Source: an optimization exercise on an open RTL-to-GDS flow (aim: small area, a short achievable clock period and few clock cycles per item). Production flows keep margins and buffers that such runs may drop. At most, simulation tests tie the RTL to the original design; equivalence was not proved. No functional check of the RTL was part of runs 2 to 5. Power and IR drop assume default switching activity.

<file path="flow/config.mk">
export PLATFORM = sky130hd
export DESIGN_NAME = session_replay_counter_table
export DESIGN_NICKNAME = session_replay_counter_table
export VERILOG_FILES = /design/flow/design.v
export SDC_FILE = /design/flow/constraint.sdc
export NUM_CORES = 4
export LEC_CHECK = 0
export CAP_MARGIN = 20
export CORE_MARGIN = 2
export CORE_UTILIZATION = 40
export SLEW_MARGIN = 20
</file>
<file path="flow/design.v">
package srct_pkg;
    localparam int SLOTS = 8;
    localparam int IDX_W = (SLOTS > 1) ? $clog2(SLOTS) : 1;
    localparam logic KIND_CHECK   = 1'b0;
    localparam logic KIND_RESTORE = 1'b1;
endpackage
module session_replay_counter_table (
    input  logic        i_clk,
    input  logic        i_rst_n,
    input  logic        i_in_valid,
    output logic        o_in_ready,
    input  logic        i_in_kind,
    input  logic [31:0] i_in_sess,
    input  logic [31:0] i_in_counter,
    output logic        o_out_valid,
    input  logic        i_out_ready,
    output logic        o_out_accepted
);
    localparam int SLOTS = srct_pkg::SLOTS;
    logic [SLOTS-1:0] r_valid;
    logic [31:0]      r_sess [SLOTS];
    logic [31:0]      r_ctr  [SLOTS];
    logic        r_iv;
    logic        r_kind;
    logic        r_cnz;
    logic [31:0] r_isess;
    logic [31:0] r_ictr;
    logic [1:0]  r_qcnt;
    logic [2:0]  r_qacc;
    logic        r_ready;
    logic [SLOTS-1:0] w_hit;
    logic [SLOTS-1:0] w_gt;
    logic [SLOTS-1:0] w_first_free;
    logic [SLOTS-1:0] w_alloc;
    logic [SLOTS-1:0] w_upd;
    logic             w_any_hit;
    logic             w_acc;
    logic             w_take;
    logic             w_pop;
    logic w_seen_free;
    always_comb begin
        w_seen_free = 1'b0;
        for (int i = 0; i < SLOTS; i++) begin
            w_hit[i]        = r_valid[i] && (r_sess[i] == r_isess);
            w_gt[i]         = r_ictr > r_ctr[i];
            w_first_free[i] = !r_valid[i] && !w_seen_free;
            w_seen_free     = w_seen_free || !r_valid[i];
        end
        w_any_hit = |w_hit;
        for (int i = 0; i < SLOTS; i++) begin
            w_alloc[i] = r_iv && r_cnz && !w_any_hit && w_first_free[i];
            w_upd[i]   = r_iv && r_cnz && ((w_hit[i] && (r_kind || w_gt[i])) ||
                                           (!w_any_hit && w_first_free[i]));
        end
        w_acc = r_cnz && (w_any_hit ? |(w_hit & ({SLOTS{r_kind}} | w_gt))
                                    : !(&r_valid));
    end
    assign w_take = i_in_valid && r_ready;
    assign w_pop  = (r_qcnt != 2'd0) && i_out_ready;
    always_ff @(posedge i_clk) begin
        if (w_take) begin
            r_kind  <= i_in_kind;
            r_isess <= i_in_sess;
            r_ictr  <= i_in_counter;
            r_cnz   <= (i_in_counter != 32'd0);
        end
        for (int i = 0; i < SLOTS; i++) begin
            if (w_alloc[i]) r_sess[i] <= r_isess;
            if (w_upd[i])   r_ctr[i]  <= r_ictr;
        end
    end
    logic [2:0] n_qacc;
    logic [1:0] n_qcnt;
    always_comb begin
        n_qacc = r_qacc;
        n_qcnt = r_qcnt;
        if (w_pop) begin
            n_qacc = {1'b0, r_qacc[2:1]};
            n_qcnt = n_qcnt - 2'd1;
        end
        if (r_iv) begin
            n_qacc[n_qcnt] = w_acc;
            n_qcnt         = n_qcnt + 2'd1;
        end
    end
    always_ff @(posedge i_clk) begin
        if (!i_rst_n) begin
            r_valid <= '0;
            r_iv    <= 1'b0;
            r_qcnt  <= 2'd0;
            r_ready <= 1'b1;
        end else begin
            r_valid <= r_valid | w_alloc;
            r_iv    <= w_take;
            r_qcnt  <= n_qcnt;
            r_ready <= ({1'b0, n_qcnt} + {2'b0, w_take}) < 3'd3;
        end
        r_qacc <= n_qacc;
    end
    assign o_in_ready     = r_ready;
    assign o_out_valid    = (r_qcnt != 2'd0);
    assign o_out_accepted = r_qacc[0];
endmodule
</file>
<file path="flow/constraint.sdc">
create_clock -name core_clock -period 6.0 [get_ports {i_clk}]
set_input_delay 1.2000 -clock core_clock [delete_from_list [all_inputs] [get_ports {i_clk}]]
set_output_delay 1.2000 -clock core_clock [all_outputs]
set_load 0.01 [all_outputs]
</file>
<file path="flow/run.sh">
#!/bin/bash
# synth_recipe.tcl (not shown) runs the flow's synth.tcl, then flattens the netlist and writes it again
# the make line also repeats each setting of config.mk as NAME=value (left out here)
make -C /OpenROAD-flow-scripts/flow DESIGN_CONFIG=/design/flow/config.mk WORK_HOME=/design/flow/orfs CLKGATE_MAP_FILE= SYNTH_SCRIPT=/design/flow/synth_recipe.tcl finish
</file>
==> results_dict.tcl, run 1 <==
set metrics [dict create \
    ys_seq_area_share_pct 63.1 \
    power_density_mw_per_mm2 306 \
    synth_edf_count 578 \
    ioPinCount 72 \
    cts.sinks 593 \
    synth_area_mm2 0.0280 \
    ys_types 61 \
    hpwl_um 43500 \
    synthAdderAreaFrac_pct 11.7 \
    synth-seq-cells 593 \
    grt_antenna_before_repair 0 \
    outcome "finished clean" \
    start_util_pct 40.2 \
    syn_to_final_growth_pct 14.8 \
    antenna_left 0 \
    coreArea_mm2 0.0697 \
    synth_top_family_by_area "adder cells" \
    synth_compound_area_share_pct 5.19 \
    grt_pass1_wl_um 98800 \
    reg2reg_depth 8 \
    overflow 0 \
    regToRegEndpoint "r_ctr[5][25]" \
    cts_tree "built" \
    rrSetupSlack_ns 1.55 \
    synth-xor-area-share_pct 7.98 \
    track_usage_pct 18.4 \
    hold_end "r_iv" \
    routed_wl_um 64900 \
    crit_type "reg2reg" \
    synth_fp_nets 2324 \
    viasPerCell 5.13 \
    syn_inst 1993 \
    total_power_mw 9.85 \
    die_x_um 269 \
    synth_flop_cell "edfxtp_1" \
    htreeDepth 3 \
    postCtsSetupBuffers 0 \
    max_freq_mhz 225 \
    synthArstFlopShare_pct 0 \
    synth_top_area_share_pct 62.0 \
    finish.instance_area_mm2 0.0322 \
    place.gp.congestion 0.894 \
    num_rows 97 \
    hold_path_class "reg2reg" \
    slew_violations 0 \
    placed_cell_area_mm2 0.0300 \
    synth_mux_area_share_pct 0.0357 \
    tightest_slew_ns 1.09 \
    p_leak_nw 12.3 \
    startpoint_type "register" \
    crit_path_end_kind "register" \
    fin_crit_ns 4.45 \
    r2r_start "r_isess[16]" \
    crit_fanout 32 \
    clock_latency_ns 0.61 \
    holdWs_ns 0.488 \
    port_buffers 71 \
    hold_path_depth 1 \
    diodes 0 \
    yosysMostFrequentCell "edfxtp_1" \
    synth-warning-count 3 \
    hold_viol 0 \
    yosys.area.top_type "edfxtp_1" \
    fin_crit_sh_pct 74.1 \
    clk_pin_slew_ns 0.05 \
    relSlewSlack_pct 27.5 \
    yosys-top-cells-area "edfxtp_1, ha_1, xor2_1, inv_1, xnor2_1" \
    route.detailed.wl_per_inst_um 20.8 \
    cp.arrival_ns 4.66 \
    num_vias 16000 \
    grt_max_degree 54 \
    grt_pass1_vias 16400 \
    cts_hold_buf 0 \
    required_ns 6.21 \
    root_buffer "clkbuf_16" \
    final_nets 2469 \
    hp-start "r_ready" \
    synthSimpleGateAreaFrac_pct 7.15 \
    route.detailed.drc 0 \
    setup_tns_ns 0 \
    cts_resized 0 \
    numCtsBuffers 69 \
    synth_common_cells "edfxtp_1, inv_1, ha_1" \
    post_route_cells_drive_above_1_share_pct 7.15 \
    setup_viol 0 \
    die_area_mm2 0.0721 \
    peakVddDrop_v 0.000219 \
    ctsLongestPathBuffers 3 \
    first_pass_iters 5 \
    fin_skew_ns 0.0316 \
    die_y_um 269 \
    postSynthAreaPerCell_um2 14.1 \
    initialDrtViolationCount 1085 \
    max_cap_viol_count 0 \
    rsz0062_at_grt "false" \
]
==> layout by cell type (no fill, tap or decap), drive strengths merged, types with 8 or more instances in the layout <==
cell,n
clkinv,23
and4,10
dfxtp,15
a21boi,9
a221o,14
nand3,43
xnor2,76
ha,262
nor4,65
o21ai,28
clkbuf,85
inv,271
a21oi,86
o211ai,11
o2111ai,8
nand4,74
xor2,179
clkdlybuf4s50,71
edfxtp,578
nor2,31
and2,9
a21o,23
nor3,22
nand2,65
nor2b,15
buf,40
==> cells by family (layout without fill, tap and decap cells) <==
group	after synthesis	after routing
DFF	593	593
and+or+nand+nor	357	357
buffers and inverters	308	496
adders and majority gates	262	262
xor gates and xnor gates	255	255
AOI/OAI and AO/OA	217	217
muxes	1	1
==> worst max path at each step <==
| stage | depth (start not counted) | from | slack (ns) | end |
|---|---|---|---|---|
| floorplan | 9 | r_isess[11] | 1.07 | r_ctr[4][0] |
| global placement | 8 | r_isess[26] | 1.50 | r_ctr[6][8] |
| detailed placement | 8 | r_isess[26] | 1.40 | r_ctr[6][7] |
| CTS | 8 | r_isess[26] | 1.39 | r_ctr[6][7] |
| global route | 8 | r_isess[26] | 1.30 | r_ctr[5][25] |
| finish | 8 | r_isess[16] | 1.55 | r_ctr[5][25] |
==> metrics by stage <==
stage | util [%] | setup WS [ns] | cells
6_report | 46.2 | 1.55 | 3121
5_1_grt | 46.2 | 1.30 | 3121
4_1_cts | 46.1 | 1.39 | 3118
3_5_place_dp | 43.0 | 1.40 | 3004
3_3_place_gp | 43.0 | 1.50 | 3004
2_1_floorplan | - | 1.07 | 1993
==> power by group <==
part	total, mW	switching (mW)	internal [mW]
Sequential	4.96	0.231	4.73
Clock	3.95	1.58	2.36
Combinational	0.945	0.538	0.407
==> critical path, stage by stage (launching register included) <==
cell and delay (ns):
edfxtp_1 0.85, xor2_1 0.28, nor4_1 0.11, nand4_1 0.15
nor4_1 0.17, or4_4 0.58, nor3_4 0.24, or4b_1 0.74
o22ai_4 0.90
==> per-layer routing <==
metal	GRT usage [%]	up-vias	part of all wire [%]
met1	23.6	7929	43
met4	7.15	0	3.5
li1	-	7606	-
met5	0	-	0
met2	31.1	348	49
met3	3.38	123	4.6
==> registers in the layout, indices dropped and copies added (netlist names) <==
register	count
r_ready	1
r_isess	32
r_valid	8
r_sess	256
r_ctr	256
r_qcnt	2
r_qacc	3
r_cnz	1
r_ictr	32
r_kind	1
r_iv	1
==> final cells by class <==
class	instances	area, µm²
Sequential cell	593	17700
Fill cell	6182	37500
Clock buffer	85	1870
Inverter	271	1020
Tap cell	940	1180
Timing Repair Buffer	111	1060
Multi-Input combinational cell	1092	9140
Clock inverter	29	230
Testbench counts, summed over its fixed seeds: cycles 3,216, items 3,200.
==> run 2: changes to the inputs <==
--- a/flow/design.v
+++ b/flow/design.v
@@ -31,42 +31,50 @@
     logic [SLOTS-1:0] w_hit;
     logic [SLOTS-1:0] w_gt;
     logic [SLOTS-1:0] w_first_free;
-    logic [SLOTS-1:0] w_alloc;
     logic [SLOTS-1:0] w_upd;
     logic             w_any_hit;
     logic             w_acc;
     logic             w_take;
     logic             w_pop;
-    logic w_seen_free;
+    logic             w_seen_free;
+    function automatic logic gt32(input logic [31:0] a, input logic [31:0] b);
+        logic [31:0] g;
+        logic [31:0] e;
+        g = a & ~b;
+        e = ~(a ^ b);
+        for (int w = 1; w < 32; w = w * 2) begin
+            for (int k = 0; k < 32; k = k + 2 * w) begin
+                g[k] = g[k + w] | (e[k + w] & g[k]);
+                e[k] = e[k + w] & e[k];
+            end
+        end
+        gt32 = g[0];
+    endfunction
     always_comb begin
         w_seen_free = 1'b0;
         for (int i = 0; i < SLOTS; i++) begin
             w_hit[i]        = r_valid[i] && (r_sess[i] == r_isess);
-            w_gt[i]         = r_ictr > r_ctr[i];
+            w_gt[i]         = gt32(r_ictr, r_ctr[i]);
             w_first_free[i] = !r_valid[i] && !w_seen_free;
             w_seen_free     = w_seen_free || !r_valid[i];
         end
         w_any_hit = |w_hit;
-        for (int i = 0; i < SLOTS; i++) begin
-            w_alloc[i] = r_iv && r_cnz && !w_any_hit && w_first_free[i];
-            w_upd[i]   = r_iv && r_cnz && ((w_hit[i] && (r_kind || w_gt[i])) ||
-                                           (!w_any_hit && w_first_free[i]));
-        end
+        for (int i = 0; i < SLOTS; i++)
+            w_upd[i] = (r_iv && w_hit[i] && (w_gt[i] || (r_kind && r_cnz))) ||
+                       w_first_free[i];
         w_acc = r_cnz && (w_any_hit ? |(w_hit & ({SLOTS{r_kind}} | w_gt))
-                                    : !(&r_valid));
+                                    : w_seen_free);
     end
     assign w_take = i_in_valid && r_ready;
     assign w_pop  = (r_qcnt != 2'd0) && i_out_ready;
     always_ff @(posedge i_clk) begin
-        if (w_take) begin
-            r_kind  <= i_in_kind;
-            r_isess <= i_in_sess;
-            r_ictr  <= i_in_counter;
-            r_cnz   <= (i_in_counter != 32'd0);
-        end
+        r_kind  <= i_in_kind;
+        r_isess <= i_in_sess;
+        r_ictr  <= i_in_counter;
+        r_cnz   <= (i_in_counter != 32'd0);
         for (int i = 0; i < SLOTS; i++) begin
-            if (w_alloc[i]) r_sess[i] <= r_isess;
-            if (w_upd[i])   r_ctr[i]  <= r_ictr;
+            if (w_first_free[i]) r_sess[i] <= r_isess;
+            if (w_upd[i])        r_ctr[i]  <= r_ictr;
         end
     end
     logic [2:0] n_qacc;
@@ -90,7 +98,7 @@
             r_qcnt  <= 2'd0;
             r_ready <= 1'b1;
         end else begin
-            r_valid <= r_valid | w_alloc;
+            r_valid <= r_valid | (w_first_free & {SLOTS{r_iv && r_cnz && !w_any_hit}});
             r_iv    <= w_take;
             r_qcnt  <= n_qcnt;
             r_ready <= ({1'b0, n_qcnt} + {2'b0, w_take}) < 3'd3;
--- a/flow/config.mk
+++ b/flow/config.mk
@@ -5,7 +5,9 @@
 export SDC_FILE = /design/flow/constraint.sdc
 export NUM_CORES = 4
 export LEC_CHECK = 0
+export ABC_CLOCK_PERIOD_IN_PS = 2400
 export CAP_MARGIN = 20
 export CORE_MARGIN = 2
 export CORE_UTILIZATION = 40
+export SETUP_SLACK_MARGIN = 3.6
 export SLEW_MARGIN = 20
==> results_dict.tcl, run 2 <==
set metrics [dict create \
    clock_latency_ns 0.65 \
    setup_viol 0 \
    crit_path_end_kind "register" \
    syn_to_final_growth_pct 33.2 \
    hold_path_class "reg2reg" \
    peakVddDrop_v 0.000222 \
    final_nets 2815 \
    power_density_mw_per_mm2 280 \
    slew_violations 0 \
    htreeDepth 3 \
    synth_common_cells "edfxtp_1, inv_1, ha_1" \
    outcome "finished clean" \
    die_y_um 267 \
    antenna_left 0 \
    rsz0062_at_grt "true" \
    route.detailed.wl_per_inst_um 22.8 \
    layout_commonest_cell "edfxtp_1" \
    initialDrtViolationCount 1534 \
    track_usage_pct 22.0 \
    holdWs_ns 0.468 \
    start_util_pct 40.5 \
    clk_pin_slew_ns 0.06 \
    post_route_cells_drive_above_1_share_pct 26.7 \
    routed_wl_um 79300 \
    num_vias 18600 \
    total_power_mw 10.3 \
    grt_pass1_vias 18600 \
    coreArea_mm2 0.0686 \
    startpoint_type "register" \
    route.detailed.drc 0 \
    synth-warning-count 3 \
    synth_fp_nets 2405 \
    crit_fanout 11 \
    ctsLongestPathBuffers 3 \
    max_cap_viol_count 0 \
    setup_tns_ns 0 \
    largestRegisters "r_ctr x256, r_sess x256" \
    first_pass_iters 7 \
    ys_types 71 \
    syn_inst 2082 \
    cp.arrival_ns 3.18 \
    utilization_pct 53.9 \
    overflow 0 \
    place.gp.congestion 0.842 \
    fin_crit_sh_pct 47.6 \
    hold_viol 0 \
    ys_seq_area_share_pct 61.3 \
    required_ns 6.33 \
    viasPerCell 5.34 \
    synthArstFlopShare_pct 0 \
    numCtsBuffers 68 \
    die_area_mm2 0.0715 \
    synth_top_area_share_pct 55.4 \
    postSynthAreaPerCell_um2 13.3 \
    hpwl_um 45300 \
    synth_edf_count 512 \
    tightest_slew_ns 1.06 \
    grt_pass1_wl_um 116000 \
    cts_tree "built" \
    final_cell_mix "edfxtp_1, inv_1, ha_1, buf_4, xor2_1" \
    cts_hold_buf 0 \
    root_buffer "clkbuf_16" \
    synth_area_mm2 0.0277 \
    crit_type "reg2reg" \
    yosys-top-cells-area "edfxtp_1, ha_1, dfxtp_1, xor2_1, inv_1" \
    fin_crit_ns 2.85 \
    yosysMostFrequentCell "edfxtp_1" \
    p_leak_nw 14.5 \
    ioPinCount 72 \
    synth-seq-cells 593 \
    synth_flop_cell "edfxtp_1" \
    max_freq_mhz 350 \
    grt_max_degree 37 \
    grt_antenna_before_repair 0 \
    yosys.area.top_type "edfxtp_1" \
    cts.sinks 593 \
    port_buffers 71 \
    die_x_um 267 \
    num_rows 96 \
    fin_skew_ns 0.0762 \
    relSlewSlack_pct 29.4 \
    diodes 0 \
]
==> run 2: cell types whose count changed after synthesis, moves of 9 or more <==
| cell | change |
|---|---|
| buf_6 | -14 |
| nor2_1 | +9 |
| nor2b_1 | -9 |
| nor3_1 | +12 |
| o21a_1 | +9 |
| buf_2 | +16 |
| dfxtp_1 | +66 |
| edfxtp_1 | -66 |
| a21o_1 | +13 |
| o21ai_0 | +17 |
| nand4b_1 | +9 |
| nor4_1 | +26 |
==> run 2: through the flow <==
step | cell area (µm²) | std cells | setup slack (ns)
finish | 37000 | 3476 | 3.15
global route | 37000 | 3476 | 3.07
CTS | 35900 | 3425 | 3.16
detailed placement | 30000 | 3065 | 2.29
global placement | 30000 | 3065 | 2.30
floorplan | 28400 | 2082 | 3.17
==> run 2: final timing paths <==
check / endpoint / slack (ns) / depth (start not counted) / start
hold reg to reg: r_qacc[2] / 0.47 / 2 / r_qacc[2]
setup / recovery: r_ctr[7][0] / 3.15 / 10 / r_ictr[7]
hold / removal: r_qacc[2] / 0.47 / 2 / r_qacc[2]
setup reg to reg: r_ctr[7][0] / 3.15 / 10 / r_ictr[7]
==> run 2: what timing repair did <==
action,in CTS,in global routing
setup buffers,219,43
cloned,18,5
pin swaps,70,50
endpoints found under the setup margin,272,300
resized for setup,277,89
==> run 2: routing by layer <==
metal	vias to the layer above	wire length [µm]	track usage (%)
li1	8514	-	-
met1	9255	33600	29.3
met2	629	38000	36.4
met3	181	4290	2.79
met4	0	3350	8.58
met5	-	0	0
==> run 2: cells by family after synthesis <==
group	Yosys count	synth area share [%]
AOI/OAI and AO/OA	245	5.82
xor gates and xnor gates	256	8.08
adders and majority gates	254	11.5
buffers and inverters	308	4.59
DFF	593	61.3
muxes	2	0.0721
and+or+nand+nor	424	8.73
==> run 2: report_power, final <==
group,internal (mW),leakage (nW),switching (mW)
combinational,0.606,7.95,0.670
sequential,4.62,5.40,0.138
clock,2.56,1.14,1.75
==> run 2: worst max-delay path: stages, from the launching register on <==
cell and delay, ns:
dfxtp_4 0.41, ha_1 0.38, nand4_1 0.14, a221oi_2 0.27, a2111oi_4 0.11, nor4b_4 0.30
nor3_2 0.07, buf_4 0.16, a211o_4 0.38, o21ai_4 0.14, buf_12 0.18
==> run 2: final cells by class <==
| type | count | area [µm²] |
|---|---|---|
| sequential | 593 | 17200 |
| multi-input combinational | 1188 | 11200 |
| timing repair buffer | 367 | 3930 |
| clock inverter | 28 | 483 |
| inverter | 274 | 1030 |
| clock buffer | 95 | 1860 |
| fill | 5562 | 31600 |
| tap | 931 | 1160 |
==> run 3: changes to the inputs <==
--- a/flow/config.mk
+++ b/flow/config.mk
@@ -5,9 +5,9 @@
 export SDC_FILE = /design/flow/constraint.sdc
 export NUM_CORES = 4
 export LEC_CHECK = 0
-export ABC_CLOCK_PERIOD_IN_PS = 2400
+export ABC_CLOCK_PERIOD_IN_PS = 3000
 export CAP_MARGIN = 20
 export CORE_MARGIN = 2
 export CORE_UTILIZATION = 40
-export SETUP_SLACK_MARGIN = 3.6
+export SETUP_SLACK_MARGIN = 3.0
 export SLEW_MARGIN = 20
==> results_dict.tcl, run 3 <==
set metrics [dict create \
    outcome "finished clean" \
    slew_violations 0 \
    max_cap_viol_count 0 \
    final_nets 2599 \
    port_buffers 71 \
    setup_viol 0 \
    power_density_mw_per_mm2 294 \
    placed_cell_area_mm2 0.0299 \
    cts.sinks 593 \
    initialDrtViolationCount 1300 \
    numCtsBuffers 67 \
    cts_hold_buf 0 \
    synth-seq-cells 593 \
    holdWs_ns 0.468 \
    required_ns 6.31 \
    hpwl_um 45300 \
    rsz0062_at_grt "false" \
    num_rows 96 \
    synth-warning-count 3 \
    cts_tree "built" \
    yosysMostFrequentCell "edfxtp_1" \
    layout_commonest_cell "edfxtp_1" \
    synth_edf_count 512 \
    total_power_mw 9.76 \
    synth_common_cells "edfxtp_1, inv_1, ha_1" \
    hold_path_class "reg2reg" \
    utilization_pct 48.4 \
    post_route_cells_drive_above_1_share_pct 12.5 \
    grt_antenna_before_repair 1 \
    cp.arrival_ns 3.24 \
    startpoint_type "register" \
    peakVddDrop_v 0.000228 \
    first_pass_iters 6 \
    grt_pass1_wl_um 103000 \
    finish.instance_area_mm2 0.0332 \
    synth_flop_cell "edfxtp_1" \
    final_cell_mix "edfxtp_1, inv_1, ha_1, xor2_1, nor4_1" \
    route.detailed.wl_per_inst_um 21.1 \
    root_buffer "clkbuf_16" \
    largestRegisters "r_ctr x256, r_sess x256" \
    ys_types 71 \
    coreArea_mm2 0.0686 \
    routed_wl_um 68900 \
    ioPinCount 72 \
    tightest_slew_ns 1.15 \
    start_util_pct 40.5 \
    ctsLongestPathBuffers 3 \
    antenna_left 0 \
    track_usage_pct 19.1 \
    synth_fp_nets 2405 \
    synth_top_area_share_pct 55.4 \
    die_x_um 267 \
    fin_crit_sh_pct 48.8 \
    syn_inst 2082 \
    num_vias 17100 \
    hold_viol 0 \
    htreeDepth 3 \
    synthArstFlopShare_pct 0 \
    postSynthAreaPerCell_um2 13.3 \
    die_area_mm2 0.0715 \
    viasPerCell 5.24 \
    ys_seq_area_share_pct 61.3 \
    syn_to_final_growth_pct 19.6 \
    crit_fanout 16 \
    fin_skew_ns 0.0271 \
    clock_latency_ns 0.60 \
    synth_area_mm2 0.0277 \
    place.gp.congestion 0.875 \
    yosys.area.top_type "edfxtp_1" \
    crit_path_end_kind "register" \
    overflow 0 \
    max_freq_mhz 341 \
    fin_crit_ns 2.93 \
    p_leak_nw 12.9 \
    crit_type "reg2reg" \
    clk_pin_slew_ns 0.06 \
    yosys-top-cells-area "edfxtp_1, ha_1, dfxtp_1, xor2_1, inv_1" \
    grt_max_degree 36 \
    route.detailed.drc 0 \
    relSlewSlack_pct 22.9 \
    setup_tns_ns 0 \
    grt_pass1_vias 17200 \
    die_y_um 267 \
]
run 3: critical path, cell delays in order (launching register included):
cell and delay (ns):
dfxtp_1 0.30, buf_6 0.16, ha_1 0.30, and4_4 0.24, nand4_1 0.14, nand3b_1 0.30
nor4b_2 0.33, nor3_2 0.13, a211o_1 0.34, o21ai_4 0.15, clkbuf_16 0.24
run 3: cell type report:
class	instances	area, µm²
fillers	5897	35400
flip-flops and latches	593	17100
multi-input cells	1185	10100
clock buffers	97	1960
repair buffers	155	1620
well taps	931	1160
inverters	274	1030
clock inverters	24	249
diodes	1	2.50
run 3: power breakdown:
group	switching (mW)	leakage (nW)	internal [mW]
Sequential	0.127	5.39	4.62
Clock	1.62	1.08	2.48
Combinational	0.522	6.47	0.388
Total	2.27	12.9	7.49
run 3: final timing paths:
check	to	slack (ns)	cells after the start	from
worst min-delay path	r_qacc[2]	0.47	2	r_qacc[2]
worst max-delay path	r_ctr[7][21]	3.07	10	r_ictr[28]
worst min register to register	r_qacc[2]	0.47	2	r_qacc[2]
worst max register to register	r_ctr[7][21]	3.07	10	r_ictr[28]
run 3: through the flow:
stage	setup slack [ns]	std cells
after global routing	2.97	3259
final	3.07	3260
after floorplan	3.00	2082
after detailed placement	1.83	3104
after CTS	2.95	3233
after global placement	1.94	3102
run 3: logic make-up (layout without fill, tap and decap cells):
kind of cell	count (synthesis)	after routing	synth area share (%)
AOI/OAI and AO/OA	245	249	5.82
xor gates and xnor gates	256	256	8.08
adders and majority gates	254	254	11.5
buffers and inverters	308	550	4.59
DFF	593	593	61.3
muxes	2	2	0.0721
other	0	1	0
and+or+nand+nor	424	424	8.73
run 3: repair_timing:
item / in CTS / in global routing
setup buffers: 6 / 20
pin swaps: 4 / 12
gates resized for setup: 79 / 72
endpoints found under the hold margin: 0 / 0
cloned: 2 / 6
setup endpoints to repair: 268 / 236
run 3: layer usage:
layer / track usage [%] / wire length [µm]
met3: 3.42 / 3230
met2: 31.7 / 33100
met4: 6.19 / 2100
met5: 0 / 0
met1: 25.3 / 30400
==> run 4: changes to the inputs <==
==> flow/design.v (replaced) <==
package srct_pkg;
    localparam int SLOTS = 8;
    localparam int IDX_W = (SLOTS > 1) ? $clog2(SLOTS) : 1;
    localparam logic KIND_CHECK   = 1'b0;
    localparam logic KIND_RESTORE = 1'b1;
endpackage
module session_replay_counter_table (
    input  logic        i_clk,
    input  logic        i_rst_n,
    input  logic        i_in_valid,
    output logic        o_in_ready,
    input  logic        i_in_kind,
    input  logic [31:0] i_in_sess,
    input  logic [31:0] i_in_counter,
    output logic        o_out_valid,
    input  logic        i_out_ready,
    output logic        o_out_accepted
);
    localparam int SLOTS = srct_pkg::SLOTS;
    logic [SLOTS-1:0] r_valid;
    logic [31:0]      r_sess [SLOTS];
    logic [31:0]      r_ctr  [SLOTS];
    logic             r_v2;       
    logic [SLOTS-1:0] r_sel2;     
    logic             r_any2;     
    logic             r_force2;   
    logic [31:0]      r_c2;       
    logic [31:0]      r_hctr2;    
    logic [1:0]       r_qcnt;
    logic [2:0]       r_qacc;
    logic             r_ready;
    logic             r_ovalid;   
    logic [SLOTS-1:0] w_hit;
    logic [SLOTS-1:0] w_first_free;
    logic [SLOTS-1:0] w_sel;
    logic             w_any_hit;
    logic             w_seen_free;
    logic             w_cnz;
    logic             w_take;
    logic             w_alloc;
    logic [31:0]      w_hctr;
    logic             w_fwd;
    logic             w_gt;
    logic             w_acc2;
    logic [SLOTS-1:0] w_upd;
    logic             w_pop;
    function automatic logic gt32(input logic [31:0] a, input logic [31:0] b);
        logic [31:0] g;
        logic [31:0] l;
        g = a & ~b;
        l = ~a & b;
        for (int w = 1; w < 32; w = w * 2) begin
            for (int k = 0; k < 32; k = k + 2 * w) begin
                g[k] = g[k + w] | (~l[k + w] & g[k]);
                l[k] = l[k + w] | (~g[k + w] & l[k]);
            end
        end
        gt32 = g[0];
    endfunction
    always_comb begin
        w_gt   = gt32(r_c2, r_hctr2);
        w_acc2 = r_any2 && (r_force2 || w_gt);
        w_upd  = r_sel2 & {SLOTS{r_force2 || w_gt}};
    end
    assign w_take = i_in_valid && r_ready;
    assign w_cnz  = (i_in_counter != 32'd0);
    always_comb begin
        w_seen_free = 1'b0;
        for (int i = 0; i < SLOTS; i++) begin
            w_hit[i]        = r_valid[i] && (r_sess[i] == i_in_sess);
            w_first_free[i] = !r_valid[i] && !w_seen_free;
            w_seen_free     = w_seen_free || !r_valid[i];
        end
        w_any_hit = |w_hit;
        w_alloc   = w_cnz && !w_any_hit && w_seen_free;
        w_sel     = w_any_hit ? w_hit : (w_first_free & {SLOTS{w_alloc}});
        w_fwd  = |(w_hit & w_upd);
        w_hctr = '0;
        for (int i = 0; i < SLOTS; i++)
            if (w_hit[i] && !w_upd[i]) w_hctr = w_hctr | r_ctr[i];
        if (w_fwd) w_hctr = w_hctr | r_c2;
    end
    always_ff @(posedge i_clk) begin
        for (int i = 0; i < SLOTS; i++) begin
            if (w_first_free[i]) r_sess[i] <= i_in_sess;
            if (w_upd[i])        r_ctr[i]  <= r_c2;
        end
        r_c2     <= i_in_counter;
        r_hctr2  <= w_hctr;
        r_force2 <= w_alloc || (i_in_kind && w_cnz);
    end
    logic [2:0] n_qacc;
    logic [1:0] n_qcnt;
    always_comb begin
        n_qacc = r_qacc;
        n_qcnt = r_qcnt;
        if (w_pop) begin
            n_qacc = {1'b0, r_qacc[2:1]};
            n_qcnt = n_qcnt - 2'd1;
        end
        if (r_v2) begin
            n_qacc[n_qcnt] = w_acc2;
            n_qcnt         = n_qcnt + 2'd1;
        end
    end
    assign w_pop = r_ovalid && i_out_ready;
    always_ff @(posedge i_clk) begin
        if (!i_rst_n) begin
            r_valid <= '0;
            r_v2    <= 1'b0;
            r_sel2  <= '0;
            r_any2  <= 1'b0;
            r_qcnt  <= 2'd0;
            r_ovalid <= 1'b0;
            r_ready <= 1'b1;
        end else begin
            r_valid <= r_valid | (w_first_free & {SLOTS{w_take && w_alloc}});
            r_v2    <= w_take;
            r_sel2  <= w_sel & {SLOTS{w_take}};
            r_any2  <= w_take && (w_any_hit || w_alloc);
            r_qcnt  <= n_qcnt;
            r_ovalid <= (n_qcnt != 2'd0);
            r_ready <= ({1'b0, n_qcnt} + {2'b0, w_take}) < 3'd3;
        end
        r_qacc <= n_qacc;
    end
    assign o_in_ready     = r_ready;
    assign o_out_valid    = r_ovalid;
    assign o_out_accepted = r_qacc[0];
endmodule
--- a/flow/config.mk
+++ b/flow/config.mk
@@ -5,9 +5,8 @@
 export SDC_FILE = /design/flow/constraint.sdc
 export NUM_CORES = 4
 export LEC_CHECK = 0
-export ABC_CLOCK_PERIOD_IN_PS = 3000
 export CAP_MARGIN = 20
 export CORE_MARGIN = 2
 export CORE_UTILIZATION = 40
-export SETUP_SLACK_MARGIN = 3.0
+export SETUP_SLACK_MARGIN = 3.4
 export SLEW_MARGIN = 20
==> results_dict.tcl, run 4 <==
set metrics [dict create \
    internal_power_mw 7.12 \
    ctsLongestPathBuffers 3 \
    cpMostUsedCell "buf_6" \
    syn_to_final_growth_pct 33.9 \
    routed_wl_um 90600 \
    fin_skew_ns 0.0454 \
    grt_max_degree 36 \
    htreeDepth 3 \
    die_area_mm2 0.0671 \
    start_util_pct 40.4 \
    hpwl_um 45000 \
    max_cap_viol_count 0 \
    root_buffer "clkbuf_16" \
    met1_usage_pct 34.5 \
    max_stage_delay_ns 0.54 \
    power_density_mw_per_mm2 268 \
    p_leak_nw 12.5 \
    yosys.area.top_type "edfxtp_1" \
    die_x_um 259 \
    regToRegEndpoint "r_hctr2[24]" \
    yosysMostFrequentCell "edfxtp_1" \
    peakVddDrop_v 0.000250 \
    antenna_left 0 \
    synth-warning-count 3 \
    hold_path_class "reg2reg" \
    setup_tns_ns 0 \
    cts.sinks 602 \
    rsz0062_at_grt "true" \
    synthSimpleGateAreaFrac_pct 8.53 \
    crit_chain "buf_6, buf_6, buf_12, buf_6, xor2_2, nor4_2, buf_4, nand4_1, nor3_4, buf_12, nand2b_4, clkbuf_16, o221ai_1, a41o_1, a311o_1, or4_1" \
    viasPerCell 6.05 \
    synthAdderAreaFrac_pct 0.953 \
    p_clk_share_pct 41.5 \
    clk_pin_slew_ns 0.06 \
    clock_latency_ns 0.65 \
    reg2reg_depth 11 \
    hold_end "r_qacc[2]" \
    required_ns 6.52 \
    grt.busiest_layer "met2" \
    setup_viol 0 \
    met3_usage_pct 5.99 \
    synth_edf_count 512 \
    synth_top_family_by_area "compound AO/OA/AOI/OAI gates" \
    ys_seq_area_share_pct 66.0 \
    final_nets 2326 \
    finish.instance_area_mm2 0.0348 \
    relSlewSlack_pct 47.0 \
    route.detailed.wl_per_inst_um 28.7 \
    synth_compound_area_share_pct 11.9 \
    grt_antenna_before_repair 1 \
    coreArea_mm2 0.0643 \
    startpoint_type "input port" \
    cts_hold_buf 0 \
    postSynthAreaPerCell_um2 13.4 \
    synthArstFlopShare_pct 0 \
    ioPinCount 72 \
    total_power_mw 9.34 \
    comb_power_share_pct 7.5 \
    synth_fp_nets 2017 \
    ys_types 61 \
    initialDrtViolationCount 2707 \
    crit_path_end_kind "register" \
    slew_violations 0 \
    synth_top_area_share_pct 59.1 \
    post_route_cells_drive_above_1_share_pct 28.5 \
    rrSetupSlack_ns 2.51 \
    synth_mux_area_share_pct 0.0433 \
    first_pass_iters 6 \
    r2r_start "r_c2[12]" \
    syn_inst 1943 \
    num_rows 93 \
    fin_crit_ns 3.53 \
    diodes 0 \
    placed_cell_area_mm2 0.0286 \
    synth-seq-cells 602 \
    die_y_um 259 \
    outcome "finished clean" \
    power.net_switching_mw 2.22 \
    track_usage_pct 26.4 \
    swShare_pct 23.8 \
    fin_crit_sh_pct 58.9 \
    grt_pass1_vias 18800 \
    hp-start "r_qacc[2]" \
    port_buffers 71 \
    hold_path_depth 2 \
    largestRegisters "r_ctr x256, r_sess x256" \
    synth-xor-area-share_pct 8.72 \
    synth_common_cells "edfxtp_1, xor2_1, nand2_1" \
    cts_tree "built" \
    synth_area_mm2 0.0260 \
    max_freq_mhz 283 \
    nFillCells 5032 \
    final_cell_mix "edfxtp_1, xor2_1, buf_4, inv_1, nand2_1" \
    cp.arrival_ns 4.05 \
    utilization_pct 54.1 \
    place.gp.congestion 0.817 \
    overflow 0 \
    layout_commonest_cell "edfxtp_1" \
    numCtsBuffers 66 \
    yosys-top-cells-area "edfxtp_1, xor2_1, dfxtp_1, a22oi_1, nand2_1" \
    grt_pass1_wl_um 128000 \
    num_vias 19100 \
    seq_power_share_pct 50.9 \
    synth_flop_cell "edfxtp_1" \
    route.detailed.drc 0 \
    holdWs_ns 0.480 \
    crit_type "in2reg" \
    hold_viol 0 \
    slowest_stage "or4_1" \
    crit_fanout 8 \
    use_met2_pct 40.9 \
    tightest_slew_ns 0.792 \
]
[run 4: worst max path at each step]
stage	from	endpoint	slack (ns)	cells after the start
2_1_floorplan	i_in_sess[18]	r_hctr2[12]	2.64	11
3_5_place_dp	i_in_sess[24]	r_hctr2[17]	0.39	11
4_1_cts	i_in_sess[12]	r_hctr2[31]	2.56	15
3_3_place_gp	i_in_sess[24]	r_hctr2[17]	0.47	11
6_report	i_in_sess[12]	r_hctr2[27]	2.47	16
5_1_grt	r_c2[31]	r_hctr2[31]	2.41	9
[run 4: critical path, delay by kind of cell]
family | cells | cell delay [ns]
xor gates and xnor gates | 1 | 0.12
buffers and inverters | 7 | 0.97
AOI/OAI and AO/OA | 3 | 0.68
and+or+nand+nor | 5 | 1.08
[run 4: final cells by class]
type	count	area, µm²	share of cell area [%]
clock buffer	89	1760	5.05
clock inverter	33	256	0.736
inverter	124	465	1.34
multi-input combinational	1105	9480	27.2
sequential	602	17200	49.5
tap	855	1070	3.07
timing repair buffer	353	4560	13.1
[run 4: layer usage]
metal | wire, µm | vias up
met5 | 0 | -
met4 | 5320 | 0
met3 | 9780 | 363
met2 | 40600 | 1267
met1 | 34900 | 9453
li1 | - | 8050
[run 4: power groups by stage]
| stage | Sequential (mW) | Clock (mW) | Combinational, mW |
|---|---|---|---|
| global placement | 4.84 | 0 | 0.516 |
| finish | 4.76 | 3.88 | 0.703 |
| detailed placement | 4.84 | 0 | 0.528 |
| floorplan | 4.82 | 0 | 0.327 |
| global route | 4.77 | 4.08 | 0.755 |
| CTS | 4.75 | 3.91 | 0.671 |
[run 4: cells by family after synthesis]
family,count (synthesis)
flip-flops,602
AND/OR/NAND/NOR,414
AO/OA/AOI/OAI,399
XOR/XNOR,259
buffers and inverters,245
adder cells (fa/ha/maj),23
multiplexers,1
[run 4: timing repair]
action / CTS / global route
setup buffers: 148 / 20
pin swaps: 46 / 44
endpoints found under the hold margin: 0 / 0
gates resized for setup: 473 / 78
cloned: 34 / 3
setup endpoints to repair: 313 / 311
[run 4: metrics by stage]
stage	std cells	setup slack, ns
2_1_floorplan	1943	2.64
3_3_place_gp	2826	0.468
3_5_place_dp	2830	0.388
4_1_cts	3134	2.56
5_1_grt	3161	2.41
6_report	3161	2.47
==> run 5: changes to the inputs <==
--- a/flow/config.mk
+++ b/flow/config.mk
@@ -8,5 +8,7 @@
 export CAP_MARGIN = 20
 export CORE_MARGIN = 2
 export CORE_UTILIZATION = 40
+export CTS_BUF_LIST = sky130_fd_sc_hd__clkbuf_8
+export CTS_CLUSTER_SIZE = 30
 export SETUP_SLACK_MARGIN = 3.4
 export SLEW_MARGIN = 20
==> results_dict.tcl, run 5 <==
set metrics [dict create \
    die_area_mm2 0.0671 \
    setup_viol 0 \
    synth_flop_cell "edfxtp_1" \
    route.detailed.drc 0 \
    first_pass_iters 7 \
    synthArstFlopShare_pct 0 \
    relSlewSlack_pct 46.7 \
    fin_skew_ns 0.0450 \
    fin_crit_sh_pct 57.2 \
    yosys.area.top_type "edfxtp_1" \
    yosys-top-cells-area "edfxtp_1, xor2_1, dfxtp_1, a22oi_1, nand2_1" \
    synth-seq-cells 602 \
    route.detailed.wl_per_inst_um 28.6 \
    crit_path_end_kind "register" \
    setup_ws_ns 2.57 \
    nFillCells 5045 \
    ys_seq_area_share_pct 66.0 \
    hpwl_um 45000 \
    grt_pass1_vias 19200 \
    crit_buf_inv 4 \
    numCtsBuffers 103 \
    overflow 0 \
    max_freq_mhz 291 \
    root_buffer "clkbuf_8" \
    synth_fp_nets 2017 \
    setup_tns_ns 0 \
    synth_common_cells "edfxtp_1, xor2_1, nand2_1" \
    fin_crit_ns 3.43 \
    final_nets 2356 \
    synth_area_mm2 0.0260 \
    layout_commonest_cell "edfxtp_1" \
    ioPinCount 72 \
    final_cell_mix "edfxtp_1, xor2_1, inv_1, nand2_1, buf_4" \
    viasPerCell 6.02 \
    num_vias 19400 \
    largestRegisters "r_ctr x256, r_sess x256" \
    track_usage_pct 26.4 \
    tightest_slew_ns 0.797 \
    clk_pin_slew_ns 0.05 \
    max_cap_viol_count 0 \
    hold_path_class "reg2reg" \
    pre_cts_ws_ns 0.388 \
    post_route_cells_drive_above_1_share_pct 29.7 \
    htreeDepth 3 \
    cts_hold_buf 0 \
    max_stage_delay_ns 0.48 \
    synth_top_area_share_pct 59.1 \
    die_x_um 259 \
    clock_latency_ns 0.74 \
    cts.sinks 602 \
    required_ns 6.41 \
    p_leak_nw 12.7 \
    crit_chain "nor2b_1, maj3_2, maj3_2, a21oi_4, o21ai_2, or3_4, buf_6, a31oi_4, buf_12, buf_4, and2_4, buf_12" \
    routed_wl_um 92100 \
    startpoint_type "register" \
    outcome "finished clean" \
    hold_viol 0 \
    yosysMostFrequentCell "edfxtp_1" \
    postSynthAreaPerCell_um2 13.4 \
    grt_pass1_wl_um 129000 \
    grt_max_degree 36 \
    syn_inst 1943 \
    synth-warning-count 3 \
    syn_to_final_growth_pct 34.5 \
    start_util_pct 40.4 \
    peakVddDrop_v 0.000192 \
    final_cells 3223 \
    slowest_stage "a31oi_4" \
    ys_types 61 \
    ctsLongestPathBuffers 3 \
    crit_type "reg2reg" \
    slew_violations 0 \
    num_rows 93 \
    antenna_left 0 \
    die_y_um 259 \
    port_buffers 71 \
    rsz0062_at_grt "true" \
    crit_family "simple AND/OR/NAND/NOR gates" \
    coreArea_mm2 0.0643 \
    synth_edf_count 512 \
    crit_fanout 6 \
    cts_tree "built" \
    cp.arrival_ns 3.84 \
    dp_cells 2830 \
    grt_antenna_before_repair 1 \
    place.gp.congestion 0.817 \
    power_density_mw_per_mm2 256 \
    initialDrtViolationCount 2504 \
]
run 5: worst paths after layout:
kind               startpoint  slack [ns]            to  cells after the start
setup / recovery  r_hctr2[20]        2.57   r_ctr[6][3]                     12
hold / removal       r_c2[20]        0.47  r_ctr[0][20]                      0
setup reg to reg  r_hctr2[20]        2.57   r_ctr[6][3]                     12
hold reg to reg      r_c2[20]        0.47  r_ctr[0][20]                      0
run 5: metrics by stage:
step | area, µm² | util (%) | total power, mW | hold slack (ns)
after floorplan | 27000 | - | 5.14 | 0.450
after global placement | 28500 | 44.3 | 5.35 | 0.485
after detailed placement | 28600 | 44.4 | 5.37 | 0.493
after CTS | 33800 | 52.6 | 8.95 | 0.471
after global routing | 35000 | 54.3 | 9.24 | 0.483
final | 35000 | 54.3 | 8.96 | 0.473
run 5: cell families (layout without fill, tap and decap cells):
group | count (synthesis) | count (layout) | share of synthesized area [%]
buffers and inverters | 245 | 659 | 3.81
multiplexers | 1 | 1 | 0.0433
XOR/XNOR | 259 | 259 | 8.72
AND/OR/NAND/NOR | 414 | 421 | 8.53
AO/OA/AOI/OAI | 399 | 402 | 11.9
other | 0 | 1 | 0
adder cells (fa/ha/maj) | 23 | 23 | 0.953
flip-flops | 602 | 602 | 66.0
run 5: layout make-up:
type                            instances  area (µm²)  area share (%)
Antenna cell                            1        2.50         0.00716
Clock buffer                          108        1490            4.25
Clock inverter                         82         424            1.21
Inverter                              124         465            1.33
Multi-Input combinational cell       1106        9710            27.8
Sequential cell                       602       17200            49.3
Tap cell                              855        1070            3.06
Timing Repair Buffer                  345        4580            13.1
run 5: timing repair:
action	4_1_cts	5_1_grt
cloned	32	6
buffers inserted	127	33
gates resized for setup	457	129
setup endpoints to repair	312	311
pin swaps	61	33
run 5: routing by layer:
layer / wire [µm] / share of wire, % / GRT usage (%)
met1: 35400 / 38 / 34.4
met2: 42000 / 46 / 41.9
met3: 9980 / 11 / 6.12
met4: 4780 / 5.2 / 12.7
met5: 0 / 0 / 0
run 5: report_power, final:
group	switching, mW	leakage (nW)	internal, mW
Combinational	0.400	6.19	0.318
Clock	1.72	1.13	1.76
Sequential	0.0980	5.41	4.66
run 5: worst reg2reg max path, delay by kind of cell, from the launching register on:
kind | cells | cell delay (ns)
simple gates | 3 | 0.80
compound gates | 3 | 0.76
fa+ha+maj | 2 | 0.63
buf+inv | 4 | 0.62
flops | 1 | 0.31

## afterwards: timing with drivers on the ports
The results above use ideal ports. As a check the final layouts listed here were re-extracted and re-timed, cells and wires unchanged. Step 1: set_driving_cell puts a clkbuf_16 on i_clk and a buf_2 on each other input, an assumption about the parent block. Step 2 also shifts input and output timing later by t, the mid clock arrival at the registers, as if the neighbouring blocks saw the same clock. Slacks: ideal / step 1 / step 2; pairs: ideal / step 1.
run	shift t [ns]	setup slack, ns	worst hold slack (ns)	worst setup path after step 2	pins driven straight from the clock port
run 1	0.661	1.552 / 1.552 / 1.552	0.488 / 0.488 / 0.488	register to register	1
run 2	0.676	3.146 / 3.146 / 3.060	0.468 / 0.468 / 0.468	input to register	1
run 3	0.649	3.070 / 3.070 / 2.542	0.468 / 0.468 / 0.468	input to register	1
run 4	0.690	2.467 / 2.494 / 1.804	0.480 / 0.480 / 0.480	input to register	1
run 5	0.776	2.569 / 2.569 / 1.869	0.473 / 0.473 / 0.473	input to register	1
After both steps setup and hold are still met in every run listed. For run 5, which loses most, drivers alone change the setup slack by 0.000 ns; drivers and shift together by -0.700 ns.
